What follows belongs to an exercise in optimizing a design on an open flow for small area and a short achievable clock period; a production flow would make more cautious choices. The RTL was checked by simulation tests, not by an equivalence proof against the original design. Power and IR drop assume default switching activity.

==> design/flow/design.v <==
module route_table (
  input  logic        clk,
  input  logic        reset,
  input  logic        cfg_wr_en,
  input  logic [3:0]  cfg_node,
  input  logic [2:0]  cfg_port,
  input  logic        cfg_valid,    
  input  logic [19:0] lookup_dest,  
  output logic [14:0] lookup_port,  
  output logic [4:0]  lookup_hit
);
  localparam int NUM_PORTS = 5;
  localparam int NUM_NODES = 16;
  localparam logic [2:0] NO_ROUTE = 3'd7;
  logic [NUM_NODES-1:0][2:0] entry_port;
  always_ff @(posedge clk) begin
    if (reset) begin
      entry_port <= {NUM_NODES{NO_ROUTE}};
    end else if (cfg_wr_en) begin
      entry_port[cfg_node] <= cfg_valid ? cfg_port : NO_ROUTE;
    end
  end
  always_comb begin
    for (int p = 0; p < NUM_PORTS; p++) begin
      lookup_port[p*3 +: 3] = entry_port[lookup_dest[p*4 +: 4]];
      lookup_hit[p]         = (lookup_port[p*3 +: 3] != NO_ROUTE);
    end
  end
endmodule
module vc_input_buffer (
  input  logic        clk,
  input  logic        reset,
  input  logic [28:0] in_flit,
  input  logic        in_write,
  input  logic        route_hit,
  input  logic [2:0]  route_port,
  input  logic [1:0]  dequeue,
  output logic [9:0]  head_req,     
  output logic [3:0]  head_kind,    
  output logic [51:0] head_data,    
  output logic        empty_next    
);
  localparam int NUM_PORTS = 5;
  localparam int NUM_VCS   = 2;
  localparam int BUF_DEPTH = 4;
  localparam int ENTRY_W   = 31;    
  localparam int VC_BIT    = 26;
  logic [BUF_DEPTH-1:0][ENTRY_W-1:0] mem [NUM_VCS];
  logic [BUF_DEPTH-1:0] rd   [NUM_VCS];    
  logic [BUF_DEPTH-1:0] occ  [NUM_VCS];    
  logic [NUM_VCS-1:0]   held1, held2;      
  logic [BUF_DEPTH-1:0] wr   [NUM_VCS];    
  logic [NUM_PORTS-1:0] req  [NUM_VCS];    
  logic [1:0]           kind [NUM_VCS];    
  logic [NUM_VCS-1:0]   push;
  logic [ENTRY_W-1:0]   wdata;
  logic [NUM_PORTS-1:0] in_req;            
  logic [ENTRY_W-1:0]   head [NUM_VCS];
  logic [4:0]           next [NUM_VCS];    
  logic [NUM_PORTS-1:0] next_req [NUM_VCS];
  assign wdata = {route_port, in_flit[28:27], in_flit[25:0]};
  always_comb begin
    for (int o = 0; o < NUM_PORTS; o++) begin
      in_req[o] = (route_port == 3'(o));
    end
    for (int v = 0; v < NUM_VCS; v++) begin
      push[v] = in_write && route_hit && (in_flit[VC_BIT] == v[0]);   
      held1[v] = |occ[v];
      held2[v] = |(occ[v] & {rd[v][2:0], rd[v][3]});   
      for (int k = 0; k < BUF_DEPTH; k++) begin
        wr[v][k] = !occ[v][k] && (occ[v][(k+3)%4] || (!held1[v] && rd[v][k]));
      end
      head[v] = '0;
      next[v] = '0;
      for (int k = 0; k < BUF_DEPTH; k++) begin
        head[v] = head[v] | ({ENTRY_W{rd[v][k]}} & mem[v][k]);
        next[v] = next[v] | ({5{rd[v][(k+3)%4]}} & mem[v][k][30:26]);
      end
      for (int o = 0; o < NUM_PORTS; o++) begin
        next_req[v][o] = (next[v][4:2] == 3'(o));
      end
    end
  end
  always_ff @(posedge clk) begin
    for (int v = 0; v < NUM_VCS; v++) begin
      for (int k = 0; k < BUF_DEPTH; k++) begin
        if (wr[v][k]) mem[v][k] <= wdata;
      end
    end
  end
  logic [NUM_VCS-1:0] keep, load_next, load_in;
  always_comb begin
    for (int v = 0; v < NUM_VCS; v++) begin
      keep[v]      = !dequeue[v] && held1[v];    
      load_next[v] = dequeue[v] && held2[v];     
      load_in[v]   = !keep[v] && !load_next[v];  
    end
  end
  always_ff @(posedge clk) begin
    if (reset) begin
      for (int v = 0; v < NUM_VCS; v++) begin
        rd[v]  <= 4'b0001;
        occ[v] <= '0;
        req[v] <= '0;
      end
    end else begin
      for (int v = 0; v < NUM_VCS; v++) begin
        rd[v]  <= dequeue[v] ? {rd[v][2:0], rd[v][3]} : rd[v];
        occ[v] <= (occ[v] & ~({BUF_DEPTH{dequeue[v]}} & rd[v])) | ({BUF_DEPTH{push[v]}} & wr[v]);
        req[v] <= ({NUM_PORTS{keep[v]}} & req[v]) |
                  ({NUM_PORTS{load_next[v]}} & next_req[v]) |
                  ({NUM_PORTS{load_in[v] && push[v]}} & in_req);
      end
    end
  end
  always_ff @(posedge clk) begin
    for (int v = 0; v < NUM_VCS; v++) begin
      kind[v] <= ({2{keep[v]}} & kind[v]) |
                 ({2{load_next[v]}} & next[v][1:0]) |
                 ({2{load_in[v]}} & in_flit[28:27]);
    end
  end
  assign head_req   = {req[1], req[0]};
  assign head_kind  = {kind[1], kind[0]};
  assign head_data  = {head[1][25:0], head[0][25:0]};
  assign empty_next = !push[0] && !push[1] && !held2[0] && !held2[1] &&
                      (!held1[0] || dequeue[0]) && (!held1[1] || dequeue[1]);
endmodule
module switch_allocator (
  input  logic        clk,
  input  logic        reset,
  input  logic [49:0] head_req,     
  input  logic [19:0] head_kind,    
  input  logic [9:0]  credit_ok,    
  output logic [49:0] grant_sel,    
  output logic [4:0]  grant_valid,  
  output logic [4:0]  grant_vc,     
  output logic [9:0]  dequeue       
);
  localparam int NUM_PORTS = 5;
  localparam int NUM_VCS   = 2;
  localparam int NCH       = NUM_PORTS * NUM_VCS;
  logic [NUM_PORTS-1:0][NUM_VCS-1:0] reserved;
  logic [NUM_PORTS-1:0][NCH-1:0]     elig;
  logic [NUM_PORTS-1:0][NCH-1:0]     sel;
  logic [NUM_PORTS-1:0]              any1, any0, gkind0_1, gkind0_0;
  logic [NUM_PORTS-1:0][NUM_PORTS-1:0] pick0;   
  always_comb begin
    for (int o = 0; o < NUM_PORTS; o++) begin
      for (int i = 0; i < NUM_PORTS; i++) begin
        for (int v = 0; v < NUM_VCS; v++) begin
          elig[o][i*NUM_VCS+v] = head_req[(i*NUM_VCS+v)*NUM_PORTS + o] &&
                                 credit_ok[o*NUM_VCS+v] &&
                                 (!head_kind[(i*NUM_VCS+v)*2+1] || !reserved[o][v]);
        end
      end
    end
  end
  always_comb begin
    for (int o = 0; o < NUM_PORTS; o++) begin
      any1[o] = 1'b0;
      any0[o] = 1'b0;
      for (int i = NUM_PORTS - 1; i >= 0; i--) begin
        sel[o][i*NUM_VCS+1] = elig[o][i*NUM_VCS+1] && !any1[o];
        any1[o] = any1[o] || elig[o][i*NUM_VCS+1];
      end
      for (int i = NUM_PORTS - 1; i >= 0; i--) begin
        pick0[o][i]       = elig[o][i*NUM_VCS] && !any0[o];
        sel[o][i*NUM_VCS] = elig[o][i*NUM_VCS] && !any0[o] && !any1[o];
        any0[o] = any0[o] || elig[o][i*NUM_VCS];
      end
      grant_valid[o] = any1[o] || any0[o];
      grant_vc[o]    = any1[o];
      grant_sel[o*NCH +: NCH] = sel[o];
      gkind0_1[o] = 1'b0;
      gkind0_0[o] = 1'b0;
      for (int i = 0; i < NUM_PORTS; i++) begin
        gkind0_1[o] = gkind0_1[o] || (sel[o][i*NUM_VCS+1] && head_kind[(i*NUM_VCS+1)*2]);
        gkind0_0[o] = gkind0_0[o] || (pick0[o][i] && head_kind[(i*NUM_VCS)*2]);
      end
    end
  end
  always_comb begin
    for (int c = 0; c < NCH; c++) begin
      dequeue[c] = 1'b0;
      for (int o = 0; o < NUM_PORTS; o++) begin
        dequeue[c] = dequeue[c] || sel[o][c];
      end
    end
  end
  always_ff @(posedge clk) begin
    if (reset) begin
      reserved <= '0;
    end else begin
      for (int o = 0; o < NUM_PORTS; o++) begin
        reserved[o][1] <= (any1[o] && !gkind0_1[o]) || (!any1[o] && reserved[o][1]);
        reserved[o][0] <= (any0[o] && !any1[o] && !gkind0_0[o]) || (!(any0[o] && !any1[o]) && reserved[o][0]);
      end
    end
  end
endmodule
module output_credit_port (
  input  logic        clk,
  input  logic        reset,
  input  logic        grant_valid,
  input  logic        grant_vc,
  input  logic [27:0] granted_data,   
  input  logic [1:0]  out_credit_in,
  output logic [28:0] out_flit,
  output logic        out_write,
  output logic [1:0]  credit_ok
);
  localparam int NUM_VCS     = 2;
  localparam int CREDIT_INIT = 4;   
  logic [3:0] credit [NUM_VCS];   
  logic [NUM_VCS-1:0] take;
  always_comb begin
    for (int v = 0; v < NUM_VCS; v++) begin
      take[v]      = grant_valid && (grant_vc == v[0]);
      credit_ok[v] = credit[v][0];
    end
  end
  always_ff @(posedge clk) begin
    if (reset) begin
      out_write <= 1'b0;
      for (int v = 0; v < NUM_VCS; v++) begin
        credit[v] <= 4'b1111;   
      end
    end else begin
      out_write <= grant_valid;
      for (int v = 0; v < NUM_VCS; v++) begin
        credit[v] <= ({4{take[v]}}  & (out_credit_in[v] ? credit[v] : {1'b0, credit[v][3:1]})) |
                     ({4{!take[v]}} & (out_credit_in[v] ? {credit[v][2:0], 1'b1} : credit[v]));
      end
    end
  end
  always_ff @(posedge clk) begin
    out_flit <= {granted_data[27:26], grant_vc, granted_data[25:0]};
  end
endmodule
module router_top (
  input  logic         clk,
  input  logic         reset,
  input  logic         route_cfg_wr_en,
  input  logic [3:0]   route_cfg_node,
  input  logic [2:0]   route_cfg_port,
  input  logic         route_cfg_valid,
  input  logic [144:0] in_flit,
  input  logic [4:0]   in_write,
  output logic [9:0]   in_credit,
  output logic [144:0] out_flit,
  output logic [4:0]   out_write,
  input  logic [9:0]   out_credit_in,
  output logic         idle
);
  localparam int NUM_PORTS = 5;
  localparam int NUM_VCS   = 2;
  localparam int NCH       = NUM_PORTS * NUM_VCS;
  localparam int FLIT_W    = 29;
  localparam int DATA_W    = 28;   
  logic [19:0]  lookup_dest;
  logic [14:0]  lookup_port;
  logic [4:0]   lookup_hit;
  logic [259:0] head_data;
  logic [19:0]  head_kind;
  logic [49:0]  head_req;
  logic [9:0]   dequeue;
  logic [9:0]   credit_ok;
  logic [49:0]  grant_sel;
  logic [4:0]   grant_valid;
  logic [4:0]   grant_vc;
  logic [9:0]   sent_q;
  logic [4:0]   buf_empty_next;
  logic         idle_q;
  route_table u_route_table (
    .clk         (clk),
    .reset       (reset),
    .cfg_wr_en   (route_cfg_wr_en),
    .cfg_node    (route_cfg_node),
    .cfg_port    (route_cfg_port),
    .cfg_valid   (route_cfg_valid),
    .lookup_dest (lookup_dest),
    .lookup_port (lookup_port),
    .lookup_hit  (lookup_hit)
  );
  for (genvar p = 0; p < NUM_PORTS; p++) begin : g_port
    logic [DATA_W-1:0] granted_data;
    assign lookup_dest[p*4 +: 4] = in_flit[p*FLIT_W + 18 +: 4];
    vc_input_buffer u_in_buf (
      .clk        (clk),
      .reset      (reset),
      .in_flit    (in_flit[p*FLIT_W +: FLIT_W]),
      .in_write   (in_write[p]),
      .route_hit  (lookup_hit[p]),
      .route_port (lookup_port[p*3 +: 3]),
      .dequeue    (dequeue[p*NUM_VCS +: NUM_VCS]),
      .head_req   (head_req[p*NUM_VCS*NUM_PORTS +: NUM_VCS*NUM_PORTS]),
      .head_kind  (head_kind[p*NUM_VCS*2 +: NUM_VCS*2]),
      .head_data  (head_data[p*NUM_VCS*26 +: NUM_VCS*26]),
      .empty_next (buf_empty_next[p])
    );
    always_comb begin
      granted_data = '0;
      for (int c = 0; c < NCH; c++) begin
        granted_data = granted_data | ({DATA_W{grant_sel[p*NCH + c]}} &
                                       {head_kind[c*2 +: 2], head_data[c*26 +: 26]});
      end
    end
    output_credit_port u_out_port (
      .clk           (clk),
      .reset         (reset),
      .grant_valid   (grant_valid[p]),
      .grant_vc      (grant_vc[p]),
      .granted_data  (granted_data),
      .out_credit_in (out_credit_in[p*NUM_VCS +: NUM_VCS]),
      .out_flit      (out_flit[p*FLIT_W +: FLIT_W]),
      .out_write     (out_write[p]),
      .credit_ok     (credit_ok[p*NUM_VCS +: NUM_VCS])
    );
  end
  switch_allocator u_alloc (
    .clk         (clk),
    .reset       (reset),
    .head_req    (head_req),
    .head_kind   (head_kind),
    .credit_ok   (credit_ok),
    .grant_sel   (grant_sel),
    .grant_valid (grant_valid),
    .grant_vc    (grant_vc),
    .dequeue     (dequeue)
  );
  always_ff @(posedge clk) begin
    if (reset) begin
      idle_q <= 1'b1;
      sent_q <= '0;
    end else begin
      idle_q <= &buf_empty_next;
      sent_q <= dequeue;   
    end
  end
  assign idle      = idle_q;
  assign in_credit = sent_q;
endmodule
==> design/flow/flow/run.sh <==
#!/bin/bash
# The standard layout with two changes: plain buffers on the ports in place of
# the delay cells that buffer_ports picks by default, and clock tree synthesis
# with larger sink clusters and without dummy balancing loads.
set -euo pipefail
export BUFFER_PORTS_ARGS="-buffer_cell sky130_fd_sc_hd__buf_2"
export CTS_ARGS="-sink_clustering_enable -repair_clock_nets -sink_clustering_size 25 -sink_clustering_max_diameter 70 -dont_use_dummy_load"
bash standard.sh > flow_make.log 2>&1
==> design/flow/standard.sh <==
#!/bin/bash
# synth_recipe.tcl (not shown) runs the flow's synth.tcl, then flattens the netlist and writes it again
# the make line also repeats each setting of config.mk as NAME=value (left out here)
make -C /OpenROAD-flow-scripts/flow DESIGN_CONFIG=/design/flow/config.mk WORK_HOME=/design/flow/orfs CLKGATE_MAP_FILE= SYNTH_SCRIPT=/design/flow/synth_recipe.tcl "${@:-finish}"
==> design/flow/config.mk <==
export PLATFORM = sky130hd
export DESIGN_NAME = router_top
export DESIGN_NICKNAME = router_top
export VERILOG_FILES = /design/flow/design.v
export SDC_FILE = /design/flow/constraint.sdc
export NUM_CORES = 4
export LEC_CHECK = 0
export CAP_MARGIN = 10
export CELL_PAD_IN_SITES_DETAIL_PLACEMENT = 1
export CELL_PAD_IN_SITES_GLOBAL_PLACEMENT = 1
export CORE_MARGIN = 2
export CORE_UTILIZATION = 40
export PLACE_DENSITY = 0.55
export SETUP_SLACK_MARGIN = 3.0
export SLEW_MARGIN = 27
export TNS_END_PERCENT = 10
==> design/flow/constraint.sdc <==
create_clock -name core_clock -period 5.5 [get_ports {clk}]
set_input_delay 1.1000 -clock core_clock [delete_from_list [all_inputs] [get_ports {clk}]]
set_output_delay 1.1000 -clock core_clock [all_outputs]
set_load 0.01 [all_outputs]
==> summary.md, run 1 <==
| Metric | Value |
|---|---|
| Die area | `about 170000 um2` |
| CTS Hold Bufs | `0` |
| Maximum clock frequency | `0.347 GHz` |
| Outcome | `timing/DRC/antenna clean` |
| Async SR Flop Fraction | `0%` |
| Root buf cell | `clkbuf_16` |
| Worst Path Buf+Inv | `1` |
| CTS clk-pin slew, worst paths | `roughly 0.060 ns` |
| Max IR drop VDD | `0.337 mV` |
| CP endpoint kind | `register` |
| Clock Skews | `0.0806 ns` |
| Delay-heaviest family, CP | `compound AO/OA/AOI/OAI gates` |
| Top FF cell, synth | `edfxtp_1` |
| Cell Rows | `152` |
| Critical hold path startpoint | `g_port[1].u_out_port.credit[1][3]` |
| Yosys warns | `15` |
| EDFF count, synth | `approximately 1200` |
| Largest net degree at the start of global routing | `120` |
| Post-synth top area cell | `edfxtp_1` |
| Critical Path Max Stage Delay | `just under 0.6 ns` |
| Post-DP HPWL | `slightly above 200 mm` |
| Multi-input logic area | `23600 um2` |
| # IOs | `332` |
| Worst R2R End | `g_port[4].u_out_port.out_flit[15]` |
| Starting DRC count in detailed routing | `between 8000 and 9000` |
| Worst Path Required | `between 6 and 7 ns` |
| Area fraction of the dominant cell type after synthesis | `between 50 and 60%` |
| Die Y | `~420 um` |
| Initial core utilization | `about two fifths` |
| Placed Instance Area | `between 70000 and 80000 um2` |
| RSZ-0062 raised after global routing | `true` |
| Via count | `around 55000` |
| Slowest CP cell | `and2_2` |
| FF-to-FF path depth | `7` |
| Clock H-tree levels | `3` |
| CP Cell Sequence | `a21boi_1, a2111oi_2, nor2b_4, buf_4, and2_2, a222oi_1, o211ai_1` |
| Skew-Pair Late Insertion Delay | `about 0.8 ns` |
| Synth top cells by count | `edfxtp_1 (1240), nand2_1 (497), a22oi_1 (493), dfxtp_1 (409), clkbuf_1 (353)` |
| Net count after synthesis | `about 5500` |
| PD cells | `between 300 and 400 nW/um2` |
| Hold Path Class | `register to register` |
| Congestion Overflow GR | `0` |
| CP Class | `register to register` |
| Setup tns final | `0 ns` |
| Tmin final | `about 2.9 ns` |
| CTS tree | `yes` |
| Register Area | `between 40000 and 50000 um2` |
| Vias in the first global route | `52700` |
| Critical path arrival | `roughly 3.5 ns` |
| First-pass GRT wire length | `between 400 and 500 mm` |
| Fill count | `17100` |
| Hold EP | `g_port[1].u_out_port.credit[1][3]` |
| FF-to-FF setup slack | `roughly 2.6 ns` |
| RePlAce Congestion | `~0.97` |
| Fin Hold WS | `about 0.48 ns` |
| Worst slew pin tran | `~1.0 ns` |
| Max_slew headroom | `about 31%` |
| Clock Tree Buf Depth | `3` |
| Post-Syn Instances | `5290` |
| Drt wl/cell | `around 40 um` |
| Sink Count | `approximately 1600` |
| Top post-synthesis cells by area | `edfxtp_1 (54%), dfxtp_1 (12%), a22oi_1 (5.4%), a221oi_1 (3.1%), nand2_1 (2.7%)` |
| # DRC | `0` |
| Mean Syn Cell Area | `13.0 um2` |
| Port Buffer Count | `331` |
| Distinct cell type count after synthesis | `90` |
| Startpoint Class | `register` |
| Die Width | `~420 um` |
| Max Cap Viol | `0` |
| Static leakage | `28.2 nW` |
| Fin. Hold Viols | `0` |
| Routed Antenna Nets | `0` |
| Post-layout power | `25.9 mW` |
| Sequential fraction of the synthesis area | `approximately two thirds` |
| Most frequent cell after synthesis | `edfxtp_1` |
| CP max FO | `15` |
| Final slew viol count | `0` |
| Initial antenna violation count | `54` |
| Initial DRT Pass Iterations | `13` |
| Layout cells sized above 1 | `about a quarter` |
| Post-DR vias/cell | `6.80` |
| Post-Syn Area | `~70000 um2` |
| Fraction of the cycle the final worst path needs | `approximately 52%` |
| Final setup vio count | `0` |
| Worst hold stages | `2` |
| Worst reg2reg startpoint | `g_port[2].u_in_buf.kind[0][1]` |
| CTS Buf Count | `121` |
| Gr usage total | `around 36%` |
| Core Area | `around 170000 um2` |
| Synthesized flop and latch total | `around 1600` |
| Final Instance Area | `81700 um2` |
| Final #Nets | `between 5000 and 6000` |
| Routed WL | `~330 mm` |
| Area Growth Syn to Fin | `19.1%` |
[flip-flops by register name, summed over array words and instances (netlist names), named ones only]
signal	cells
g_port.u_out_port.out_flit	145
idle_q	1
g_port.u_in_buf.occ	40
u_route_table.entry_port	48
g_port.u_in_buf.rd	40
g_port.u_out_port.credit	40
g_port.u_in_buf.mem	1240
g_port.u_in_buf.kind	20
g_port.u_out_port.out_write	5
g_port.u_in_buf.req	50
sent_q	10
[where the power goes]
group          leakage (nW)  switching [mW]  internal, mW
combinational          11.9            2.54         0.934
clock                  1.49            4.16          3.84
sequential             14.9           0.329          14.1
[layer usage]
metal  part of all wire, %  global-route usage [%]
met5                  0.11                       0
met4                   7.3                    20.2
met3                    11                    11.4
met2                    43                    52.0
met1                    39                    46.4
[metrics by stage]
step	worst slack, ns	utilization [%]	std cells
6_report	2.62	47.8	8050
5_1_grt	2.66	47.8	8030
4_1_cts	2.79	46.6	7923
3_5_place_dp	1.25	43.1	7672
3_3_place_gp	1.28	43.1	7655
2_1_floorplan	2.28	-	5290
[tightest hold or removal path, delay by kind of cell (launching register included)]
kind | cells | cell delay, ns
flops | 1 | 0.31
simple gates | 2 | 0.11
[repair_timing]
item | CTS | global route
setup buffers | 112 | 86
cloned | 18 | 15
resized for setup | 410 | 205
pin swaps | 61 | 61
endpoints found under the setup margin | 472 | 431
[how the worst max path moves through the flow]
stage / startpoint / endpoint / slack, ns / depth (start not counted)
finish: g_port[2].u_in_buf.kind[0][1] / g_port[4].u_out_port.out_flit[15] / 2.62 / 7
global placement: in_flit[18] / g_port[0].u_in_buf.occ[1][0] / 1.28 / 8
detailed placement: in_flit[18] / g_port[0].u_in_buf.req[1][4] / 1.25 / 8
CTS: g_port[4].u_in_buf.kind[1][1] / idle_q / 2.79 / 11
floorplan: in_flit[47] / g_port[1].u_in_buf.req[1][2] / 2.28 / 9
global route: g_port[3].u_in_buf.req[1][1] / g_port[1].u_in_buf.req[0][4] / 2.66 / 10
[area by class of cell]
| cell class | count | share of cell area (%) |
|---|---|---|
| multi-input cells | 3194 | 28.9 |
| diodes | 25 | 0.0765 |
| repair buffers | 763 | 7.72 |
| clock buffers | 121 | 3.70 |
| well taps | 2233 | 3.42 |
| flip-flops and latches | 1649 | 55.8 |
| inverters | 65 | 0.387 |
[cell families after synthesis]
logic type	Yosys count	synth area share [%]
AOI/OAI and AO/OA	1840	20.4
xor gates and xnor gates	9	0.115
adders and majority gates	4	0.0729
buffers and inverters	453	2.56
DFF	1649	66.2
muxes	73	2.22
and+or+nand+nor	1262	8.47
[placed cells by master, fill, tap and decap left out, types with 16 or more instances in the layout]
cell type,instances
a221oi_1,197
a221oi_4,16
nor2_1,257
nand3_1,100
a222oi_1,84
o21ai_0,60
edfxtp_1,1240
dfxtp_4,27
nor3_1,29
o22ai_1,161
o211ai_1,74
nor2b_1,24
buf_4,300
o221ai_1,37
a22oi_1,480
nor2_4,49
nand2_1,462
diode_2,25
dfxtp_1,340
mux4_2,63
a221oi_2,27
nand2_2,30
a32oi_1,26
a22o_1,111
and2_1,73
a221o_1,143
buf_2,335
buf_12,45
dfxtp_2,42
inv_1,51
nand2b_1,51
buf_6,38
clkbuf_16,134
a21oi_1,249
a211oi_1,29
==> inputs of run 2 (changes only) <==
--- a/design/flow/design.v
+++ b/design/flow/design.v
@@ -35,7 +35,8 @@
   input  logic        route_hit,
   input  logic [2:0]  route_port,
   input  logic [1:0]  dequeue,
-  output logic [9:0]  head_req,     
+  output logic [9:0]  head_reqh,    
+  output logic [9:0]  head_reqb,    
   output logic [3:0]  head_kind,    
   output logic [51:0] head_data,    
   output logic        empty_next    
@@ -50,7 +51,8 @@
   logic [BUF_DEPTH-1:0] occ  [NUM_VCS];    
   logic [NUM_VCS-1:0]   held1, held2;      
   logic [BUF_DEPTH-1:0] wr   [NUM_VCS];    
-  logic [NUM_PORTS-1:0] req  [NUM_VCS];    
+  logic [NUM_PORTS-1:0] reqh [NUM_VCS];    
+  logic [NUM_PORTS-1:0] reqb [NUM_VCS];    
   logic [1:0]           kind [NUM_VCS];    
   logic [NUM_VCS-1:0]   push;
   logic [ENTRY_W-1:0]   wdata;
@@ -101,15 +103,19 @@
       for (int v = 0; v < NUM_VCS; v++) begin
         rd[v]  <= 4'b0001;
         occ[v] <= '0;
-        req[v] <= '0;
+        reqh[v] <= '0;
+        reqb[v] <= '0;
       end
     end else begin
       for (int v = 0; v < NUM_VCS; v++) begin
         rd[v]  <= dequeue[v] ? {rd[v][2:0], rd[v][3]} : rd[v];
         occ[v] <= (occ[v] & ~({BUF_DEPTH{dequeue[v]}} & rd[v])) | ({BUF_DEPTH{push[v]}} & wr[v]);
-        req[v] <= ({NUM_PORTS{keep[v]}} & req[v]) |
-                  ({NUM_PORTS{load_next[v]}} & next_req[v]) |
-                  ({NUM_PORTS{load_in[v] && push[v]}} & in_req);
+        reqh[v] <= ({NUM_PORTS{keep[v]}} & reqh[v]) |
+                   ({NUM_PORTS{load_next[v] && next[v][1]}} & next_req[v]) |
+                   ({NUM_PORTS{load_in[v] && push[v] && in_flit[28]}} & in_req);
+        reqb[v] <= ({NUM_PORTS{keep[v]}} & reqb[v]) |
+                   ({NUM_PORTS{load_next[v] && !next[v][1]}} & next_req[v]) |
+                   ({NUM_PORTS{load_in[v] && push[v] && !in_flit[28]}} & in_req);
       end
     end
   end
@@ -120,7 +126,8 @@
                  ({2{load_in[v]}} & in_flit[28:27]);
     end
   end
-  assign head_req   = {req[1], req[0]};
+  assign head_reqh  = {reqh[1], reqh[0]};
+  assign head_reqb  = {reqb[1], reqb[0]};
   assign head_kind  = {kind[1], kind[0]};
   assign head_data  = {head[1][25:0], head[0][25:0]};
   assign empty_next = !push[0] && !push[1] && !held2[0] && !held2[1] &&
@@ -129,7 +136,8 @@
 module switch_allocator (
   input  logic        clk,
   input  logic        reset,
-  input  logic [49:0] head_req,     
+  input  logic [49:0] head_reqh,    
+  input  logic [49:0] head_reqb,    
   input  logic [19:0] head_kind,    
   input  logic [9:0]  credit_ok,    
   output logic [49:0] grant_sel,    
@@ -149,9 +157,9 @@
     for (int o = 0; o < NUM_PORTS; o++) begin
       for (int i = 0; i < NUM_PORTS; i++) begin
         for (int v = 0; v < NUM_VCS; v++) begin
-          elig[o][i*NUM_VCS+v] = head_req[(i*NUM_VCS+v)*NUM_PORTS + o] &&
-                                 credit_ok[o*NUM_VCS+v] &&
-                                 (!head_kind[(i*NUM_VCS+v)*2+1] || !reserved[o][v]);
+          elig[o][i*NUM_VCS+v] = credit_ok[o*NUM_VCS+v] &&
+                                 (head_reqb[(i*NUM_VCS+v)*NUM_PORTS + o] ||
+                                  (head_reqh[(i*NUM_VCS+v)*NUM_PORTS + o] && !reserved[o][v]));
         end
       end
     end
@@ -263,7 +271,8 @@
   logic [4:0]   lookup_hit;
   logic [259:0] head_data;
   logic [19:0]  head_kind;
-  logic [49:0]  head_req;
+  logic [49:0]  head_reqh;
+  logic [49:0]  head_reqb;
   logic [9:0]   dequeue;
   logic [9:0]   credit_ok;
   logic [49:0]  grant_sel;
@@ -294,7 +303,8 @@
       .route_hit  (lookup_hit[p]),
       .route_port (lookup_port[p*3 +: 3]),
       .dequeue    (dequeue[p*NUM_VCS +: NUM_VCS]),
-      .head_req   (head_req[p*NUM_VCS*NUM_PORTS +: NUM_VCS*NUM_PORTS]),
+      .head_reqh  (head_reqh[p*NUM_VCS*NUM_PORTS +: NUM_VCS*NUM_PORTS]),
+      .head_reqb  (head_reqb[p*NUM_VCS*NUM_PORTS +: NUM_VCS*NUM_PORTS]),
       .head_kind  (head_kind[p*NUM_VCS*2 +: NUM_VCS*2]),
       .head_data  (head_data[p*NUM_VCS*26 +: NUM_VCS*26]),
       .empty_next (buf_empty_next[p])
@@ -321,7 +331,8 @@
   switch_allocator u_alloc (
     .clk         (clk),
     .reset       (reset),
-    .head_req    (head_req),
+    .head_reqh   (head_reqh),
+    .head_reqb   (head_reqb),
     .head_kind   (head_kind),
     .credit_ok   (credit_ok),
     .grant_sel   (grant_sel),
--- a/design/flow/config.mk
+++ b/design/flow/config.mk
@@ -5,12 +5,12 @@
 export SDC_FILE = /design/flow/constraint.sdc
 export NUM_CORES = 4
 export LEC_CHECK = 0
-export CAP_MARGIN = 10
+export CAP_MARGIN = 20
 export CELL_PAD_IN_SITES_DETAIL_PLACEMENT = 1
 export CELL_PAD_IN_SITES_GLOBAL_PLACEMENT = 1
 export CORE_MARGIN = 2
 export CORE_UTILIZATION = 40
 export PLACE_DENSITY = 0.55
 export SETUP_SLACK_MARGIN = 3.0
-export SLEW_MARGIN = 27
+export SLEW_MARGIN = 35
 export TNS_END_PERCENT = 10
==> run 2 against run 1 <==
Compared with the run above: maximum frequency rose by 1.1%; still clean; combinational power fell by 33%; first-iteration DRC count fell by 5.3%; worst hold slack got worse by 0.00077 ns; largest power group unchanged; highest routed layer unchanged; register-to-register slack improved by 0.03 ns; synthesized area rose by 3.3%; power fell by 5.0%; critical path depth fell by 1.
==> summary.md, run 2 <==
| Metric | Value |
|---|---|
| First-pass GRT wire length | `around 470 mm` |
| Int Power | `approximately 19 mW` |
| Critical hold path startpoint | `g_port[1].u_out_port.credit[0][3]` |
| Reg power frac | `roughly three fifths` |
| Worst reg2reg startpoint | `g_port[4].u_in_buf.rd[0][0]` |
| CP Class | `register to register` |
| CP endpoint kind | `register` |
| Post-Layout Cell Count | `8461` |
| Post-DP HPWL | `around 240 mm` |
| Area fraction of the dominant cell type after synthesis | `between 50% and 60%` |
| Mean Syn Cell Area | `about 13 um2` |
| CP endpoint | `g_port[2].u_out_port.out_flit[18]` |
| Max Cap Viol | `0` |
| CTS clk-pin slew, worst paths | `0.09 ns` |
| Most frequent cell after synthesis | `edfxtp_1` |
| Fin. Hold Viols | `0` |
| Initial DRT Pass Iterations | `8` |
| Routed Antenna Nets | `0` |
| Fraction of the cycle the final worst path needs | `between 50 and 60%` |
| Post-Syn Area | `between 70000 and 80000 um2` |
| Hold Path Class | `register to register` |
| Max IR drop VDD | `approximately 0.23 mV` |
| Post-layout power | `approximately 25 mW` |
| Critical path arrival | `about 3.4 ns` |
| Outcome | `timing/DRC/antenna clean` |
| EDFF count, synth | `about 1200` |
| Routed WL | `between 300 and 400 mm` |
| Port Buffer Count | `331` |
| Final slew viol count | `0` |
| Distinct cell type count after synthesis | `92` |
| Yosys warns | `16` |
| Clock H-tree levels | `3` |
| Inst Count DP | `around 8000` |
| Final setup vio count | `0` |
| Layout cells sized above 1 | `24.2%` |
| Logic pwr share | `about a tenth` |
| Final core utilization | `between 40% and 50%` |
| Switching fraction of total power | `about a quarter` |
| Clock Skews | `slightly above 0.07 ns` |
| Max_slew headroom | `35.0%` |
| CTS Hold Bufs | `0` |
| Sw power | `a little over 6 mW` |
| Synth top cells by count | `edfxtp_1 (1240), nor2_1 (461), dfxtp_1 (459), nand2_1 (415), clkbuf_1 (342)` |
| Root buf cell | `clkbuf_16` |
| Largest Register | `g_port.u_in_buf.mem` |
| Top flop regs | `g_port.u_in_buf.mem x1240, g_port.u_out_port.out_flit x145` |
| Worst slew pin tran | `about 1 ns` |
| Synthesized flop and latch total | `1699` |
| Setup tns final | `0 ns` |
| FF-to-FF setup slack | `roughly 2.7 ns` |
| Largest net degree at the start of global routing | `~140` |
| Post-Syn Instances | `~5600` |
| Commonest non-fill, non-tap cells in the layout | `edfxtp_1 (1240), nor2_1 (408), nand2_1 (389)` |
| CP startpoint | `g_port[4].u_in_buf.rd[0][0]` |
| Area Growth Syn to Fin | `18.9%` |
| Top FF cell, synth | `edfxtp_1` |
| Commonest non-fill, non-tap cell in the layout | `edfxtp_1` |
| Final #Nets | `approximately 6300` |
| CP max FO | `11` |
| Initial core utilization | `40.3%` |
| Worst R2R End | `g_port[2].u_out_port.out_flit[18]` |
| Gr usage total | `37.2%` |
| CTS tree | `yes` |
| Die area | `approximately 180000 um2` |
| Congestion Overflow GR | `0` |
| RePlAce Congestion | `a little under 1` |
| Skew-Pair Late Insertion Delay | `0.84 ns` |
| Die Y | `around 420 um` |
| Via count | `around 58000` |
| Static leakage | `29.2 nW` |
| Drt wl/cell | `40.7 um` |
| Net count after synthesis | `between 5000 and 6000` |
| Async SR Flop Fraction | `0%` |
| Post-DR vias/cell | `6.83` |
| FF-to-FF path depth | `6` |
| Sink Count | `1699` |
| Maximum clock frequency | `between 0.3 and 0.4 GHz` |
| Core Area | `between 150000 and 200000 um2` |
| Startpoint Class | `register` |
| Max FFs per register | `about 1200` |
| PD cells | `between 200 and 300 nW/um2` |
| Cell Rows | `~150` |
| Post-synth top area cell | `edfxtp_1` |
| Clock Tree Buf Depth | `3` |
| CTS Buf Count | `117` |
| # IOs | `between 300 and 400` |
| Initial antenna violation count | `31` |
| Die Width | `roughly 420 um` |
| Clock share of power | `32.5%` |
| Top post-synthesis cells by area | `edfxtp_1 (53%), dfxtp_1 (13%), a22oi_1 (3.6%), a221oi_1 (3.1%), o22ai_1 (2.8%)` |
| RSZ-0062 raised after global routing | `true` |
| Sequential fraction of the synthesis area | `between 60% and 70%` |
| # DRC | `0` |
| Starting DRC count in detailed routing | `slightly below 8000` |
| Tmin final | `between 2 and 3 ns` |
| Worst Path Required | `between 6 and 7 ns` |
| Vias in the first global route | `56200` |
run 2: how the worst min path moves through the flow:
stage,endpoint,depth (start not counted)
5_1_grt,g_port[1].u_out_port.credit[1][3],2
4_1_cts,g_port[3].u_out_port.credit[1][3],2
6_report,g_port[1].u_out_port.credit[0][3],2
3_5_place_dp,g_port[3].u_out_port.credit[1][3],2
2_1_floorplan,g_port[2].u_in_buf.kind[1][1],1
3_3_place_gp,g_port[1].u_out_port.credit[1][3],2
run 2: final cells by class:
cell class,count,area [um2]
fill,17800,91900
sequential,1699,46600
multi-input combinational,3413,25400
timing repair buffer,803,6110
clock buffer,117,2930
tap,2340,2930
inverter,81,343
antenna,8,20.0
run 2: cell families (layout without fill, tap and decap cells):
family,Yosys count,after routing,synth area share [%]
adders and majority gates,4,4,0.0706
buffers and inverters,471,1001,2.57
AOI/OAI and AO/OA,1971,1972,20.7
muxes,82,82,2.44
and+or+nand+nor,1339,1343,8.56
DFF,1699,1699,65.5
xor gates and xnor gates,12,12,0.148
other,0,8,0
run 2: what timing repair did:
| item | in CTS | in global routing |
|---|---|---|
| pin swaps | 70 | 40 |
| setup buffers | 110 | 34 |
| setup endpoints to repair | 441 | 365 |
| gates cloned | 10 | 6 |
| gates resized for setup | 394 | 158 |
run 2: power by group through the flow:
stage               clock network (mW)  logic (mW)  registers, mW
CTS                               8.11        2.21           14.3
global route                      8.52        2.37           14.3
finish                            7.98        2.32           14.3
floorplan                            0       0.853           14.5
global placement                     0        2.03           14.6
detailed placement                   0        2.09           14.6
run 2: critical path, cell delays in order (launching register included):
cell and delay, ns:
dfxtp_1 0.45, buf_4 0.30, a22o_1 0.25, a221oi_1 0.75, o22ai_1 0.20, a21oi_1 0.16
nand3_1 0.41
run 2: layer usage:
layer / vias to the layer above / part of all wire (%) / global-route usage [%]
met4: 14 / 8.8 / 26.3
met3: 825 / 10 / 8.95
met1: 30100 / 39 / 49.0
li1: 23600 / - / -
met2: 3267 / 42 / 53.7
met5: - / 0.066 / 0.714
run 2: per-stage QoR:
step / hold WS [ns] / worst slack, ns / area [um2]
floorplan: 0.436 / 2.14 / 71100
global placement: 0.458 / 1.02 / 77000
detailed placement: 0.479 / 0.918 / 77500
CTS: 0.487 / 2.79 / 83100
global route: 0.513 / 2.71 / 84200
finish: 0.479 / 2.65 / 84300
==> inputs of run 3 (changes only) <==
--- a/design/flow/config.mk
+++ b/design/flow/config.mk
@@ -9,8 +9,8 @@
 export CELL_PAD_IN_SITES_DETAIL_PLACEMENT = 1
 export CELL_PAD_IN_SITES_GLOBAL_PLACEMENT = 1
 export CORE_MARGIN = 2
-export CORE_UTILIZATION = 40
-export PLACE_DENSITY = 0.55
+export CORE_UTILIZATION = 45
+export PLACE_DENSITY = 0.6
 export SETUP_SLACK_MARGIN = 3.0
 export SLEW_MARGIN = 35
 export TNS_END_PERCENT = 10
==> run 3 against run 2 <==
Compared with the run above: clock skew increased by 0.027 ns; cell count decreased by 3.1%; synthesized area unchanged; core utilization increased by 5.8 points; die area decreased by 11%; largest cell class unchanged.
==> summary.md, run 3 <==
| Metric | Value |
|---|---|
| CTS Buf Count | `around 120` |
| Clock H-tree levels | `3` |
| Area Growth Syn to Fin | `18.3%` |
| Routed Antenna Nets | `0` |
| Sequential fraction of the synthesis area | `between 60% and 70%` |
| Startpoint Class | `register` |
| Vias in the first global route | `56700` |
| Final core utilization | `~54%` |
| Top flop regs | `g_port.u_in_buf.mem x1240, g_port.u_out_port.out_flit x145` |
| Post-Syn Area | `about 70000 um2` |
| Critical path arrival | `roughly 3.4 ns` |
| Worst R2R End | `g_port[2].u_out_port.out_flit[0]` |
| Top post-synthesis cells by area | `edfxtp_1 (53%), dfxtp_1 (13%), a22oi_1 (3.6%), a221oi_1 (3.1%), o22ai_1 (2.8%)` |
| RePlAce Congestion | `slightly above 1` |
| CP Class | `register to register` |
| Commonest non-fill, non-tap cells in the layout | `edfxtp_1 (1240), nor2_1 (408), nand2_1 (395)` |
| CP endpoint kind | `register` |
| Mean Syn Cell Area | `12.7 um2` |
| Die Width | `approximately 400 um` |
| Net count after synthesis | `5753` |
| Sink Count | `about 1700` |
| Congestion Overflow GR | `0` |
| Final setup vio count | `0` |
| Max IR drop VDD | `approximately 0.26 mV` |
| Initial DRT Pass Iterations | `9` |
| Top FF cell, synth | `edfxtp_1` |
| Clock Tree Buf Depth | `3` |
| Largest net degree at the start of global routing | `79` |
| FF-to-FF path depth | `7` |
| Layout cells sized above 1 | `a little under a quarter` |
| Die area | `between 150000 and 200000 um2` |
| # IOs | `roughly 330` |
| Int Power | `between 15 and 20 mW` |
| CP max FO | `23` |
| Max FFs per register | `between 1000 and 1500` |
| Logic pwr share | `roughly a tenth` |
| Maximum clock frequency | `0.351 GHz` |
| Fraction of the cycle the final worst path needs | `about half` |
| Reg power frac | `between 50% and 60%` |
| Initial antenna violation count | `31` |
| Starting DRC count in detailed routing | `roughly 9000` |
| Cell Rows | `145` |
| Final #Nets | `6289` |
| PD cells | `about 290 nW/um2` |
| Tmin final | `around 2.8 ns` |
| CTS Hold Bufs | `0` |
| Post-Syn Instances | `around 5600` |
| Post-DP HPWL | `~230 mm` |
| Synth top cells by count | `edfxtp_1 (1240), nor2_1 (461), dfxtp_1 (459), nand2_1 (415), clkbuf_1 (342)` |
| Area fraction of the dominant cell type after synthesis | `a little over half` |
| Setup tns final | `0 ns` |
| Final slew viol count | `0` |
| FF-to-FF setup slack | `2.65 ns` |
| Distinct cell type count after synthesis | `92` |
| Outcome | `timing/DRC/antenna clean` |
| Inst Count DP | `around 7900` |
| Post-DR vias/cell | `between 7 and 8` |
| Async SR Flop Fraction | `0%` |
| Worst slew pin tran | `approximately 1.1 ns` |
| Static leakage | `29.1 nW` |
| Skew-Pair Late Insertion Delay | `around 0.80 ns` |
| RSZ-0062 raised after global routing | `true` |
| Yosys warns | `16` |
| CTS clk-pin slew, worst paths | `roughly 0.090 ns` |
| Clock Skews | `0.0984 ns` |
| Clock share of power | `32.3%` |
| Hold Path Class | `register to register` |
| First-pass GRT wire length | `457 mm` |
| Max Cap Viol | `0` |
| Switching fraction of total power | `approximately a quarter` |
| Largest Register | `g_port.u_in_buf.mem` |
| Initial core utilization | `a little under half` |
| Sw power | `around 6 mW` |
| Commonest non-fill, non-tap cell in the layout | `edfxtp_1` |
| Die Y | `~400 um` |
| Drt wl/cell | `a little over 40 um` |
| Port Buffer Count | `331` |
| Post-synth top area cell | `edfxtp_1` |
| Max_slew headroom | `a little over a quarter` |
| # DRC | `0` |
| CTS tree | `yes` |
| CP endpoint | `g_port[2].u_out_port.out_flit[0]` |
| Gr usage total | `between 40 and 50%` |
| Synthesized flop and latch total | `between 1500 and 2000` |
| Core Area | `approximately 160000 um2` |
| Routed WL | `335 mm` |
| Worst Path Required | `between 6 and 7 ns` |
| Root buf cell | `clkbuf_16` |
| Fin. Hold Viols | `0` |
| Via count | `between 50000 and 60000` |
| Most frequent cell after synthesis | `edfxtp_1` |
| Post-Layout Cell Count | `between 8000 and 9000` |
| EDFF count, synth | `roughly 1200` |
==> run 3: area by class of cell <==
cell class / count / area (um2)
Tap cell: 2058 / 2570
Clock buffer: 117 / 2930
Fill cell: 15500 / 72500
Multi-Input combinational cell: 3412 / 25300
Sequential cell: 1699 / 46600
Antenna cell: 25 / 62.6
Timing Repair Buffer: 803 / 6110
Inverter: 81 / 325
==> run 3: worst max-delay path, stage by stage, from the launching register on <==
cell      delay (ns)
dfxtp_2         0.38
nand2b_1        0.21
a41o_4          0.35
nand3_1         0.27
buf_4           0.57
o22ai_1         0.19
a21oi_1         0.22
nand3_1         0.40
==> run 3: logic make-up (layout without fill, tap and decap cells) <==
family	after synthesis	after routing	share of synthesized area [%]
AOI/OAI and AO/OA	1971	1973	20.7
DFF	1699	1699	65.5
and+or+nand+nor	1339	1341	8.56
buffers and inverters	471	1001	2.57
muxes	82	82	2.44
xor gates and xnor gates	12	12	0.148
adders and majority gates	4	4	0.0706
other	0	25	0
==> run 3: power by group through the flow <==
| stage | Clock (mW) | Combinational (mW) | Sequential, mW |
|---|---|---|---|
| final | 7.92 | 2.31 | 14.3 |
| after global routing | 8.39 | 2.34 | 14.3 |
| after CTS | 8.00 | 2.17 | 14.3 |
| after detailed placement | 0 | 2.02 | 14.6 |
| after global placement | 0 | 1.95 | 14.6 |
| after floorplan | 0 | 0.853 | 14.5 |
==> run 3: what timing repair did <==
action                     4_1_cts  5_1_grt
setup buffers                  115       49
cloned                          11        4
pin swaps                       68       35
setup endpoints to repair      394      340
resized for setup              406      141
==> run 3: per-stage QoR <==
| step | power [mW] | worst slack (ns) | hold slack (ns) | cell area [um2] |
|---|---|---|---|---|
| global placement | 16.5 | 1.34 | 0.452 | 76400 |
| floorplan | 15.4 | 2.14 | 0.436 | 71100 |
| finish | 24.5 | 2.65 | 0.478 | 83900 |
| CTS | 24.5 | 2.80 | 0.486 | 82700 |
| detailed placement | 16.6 | 1.28 | 0.469 | 76900 |
| global route | 25.1 | 2.66 | 0.502 | 83800 |
==> run 3: how the worst min path moves through the flow <==
| stage | startpoint | to | slack, ns | cells after the start |
|---|---|---|---|---|
| after CTS | g_port[3].u_out_port.credit[1][3] | g_port[3].u_out_port.credit[1][3] | 0.49 | 2 |
| final | g_port[3].u_out_port.credit[1][3] | g_port[3].u_out_port.credit[1][3] | 0.48 | 2 |
| after floorplan | g_port[2].u_in_buf.kind[1][1] | g_port[2].u_in_buf.kind[1][1] | 0.44 | 1 |
| after global routing | g_port[3].u_out_port.credit[0][3] | g_port[3].u_out_port.credit[0][3] | 0.50 | 2 |
| after detailed placement | g_port[3].u_out_port.credit[0][3] | g_port[3].u_out_port.credit[0][3] | 0.47 | 2 |
| after global placement | g_port[1].u_out_port.credit[0][3] | g_port[1].u_out_port.credit[0][3] | 0.45 | 2 |
==> run 3: routing by layer <==
layer  up-vias  wire length, um  global-route usage, %
li1      23600                -                      -
met1     30200           128000                   52.8
met2      4065           139000                   57.9
met3      1042            40500                   13.6
met4         8            27200                   25.6
met5         -               48                   1.04

-- static timing again, ports no longer ideal --
Ports are ideal in the flow. The routed layouts listed here were re-timed in OpenROAD.
Step 1 (the two cells are an assumption about what drives the block):
set clk [get_ports {clk}]
set_driving_cell -lib_cell sky130_fd_sc_hd__clkbuf_16 $clk
set_driving_cell -lib_cell sky130_fd_sc_hd__buf_2 [delete_from_list [all_inputs] $clk]
Step 2 moves the port delays by t, midway between the first and last clock arrival at a register: inputs arrive t later, outputs are due t later. That takes back most of the time a late clock gives input paths.
Slacks: ideal / step 1 / step 2; pairs: ideal / step 1.
| run | shift t [ns] | slack for setup (ns) | worst setup path at the end | latest minus earliest clock arrival (ns) | pins driven straight from the clock port |
|---|---|---|---|---|---|
| run 1 | 0.861 | 2.620 / 2.563 / 1.725 | input to register | 0.094 / 0.093 | 1 |
| run 2 | 0.894 | 2.653 / 2.397 / 1.503 | input to register | 0.072 / 0.072 | 1 |
| run 3 | 0.838 | 2.655 / 2.471 / 1.633 | input to register | 0.106 / 0.106 | 1 |
After both steps every run listed still meets setup and hold. For run 2, which loses most, drivers alone change the setup slack by -0.256 ns; drivers and shift together by -1.150 ns.
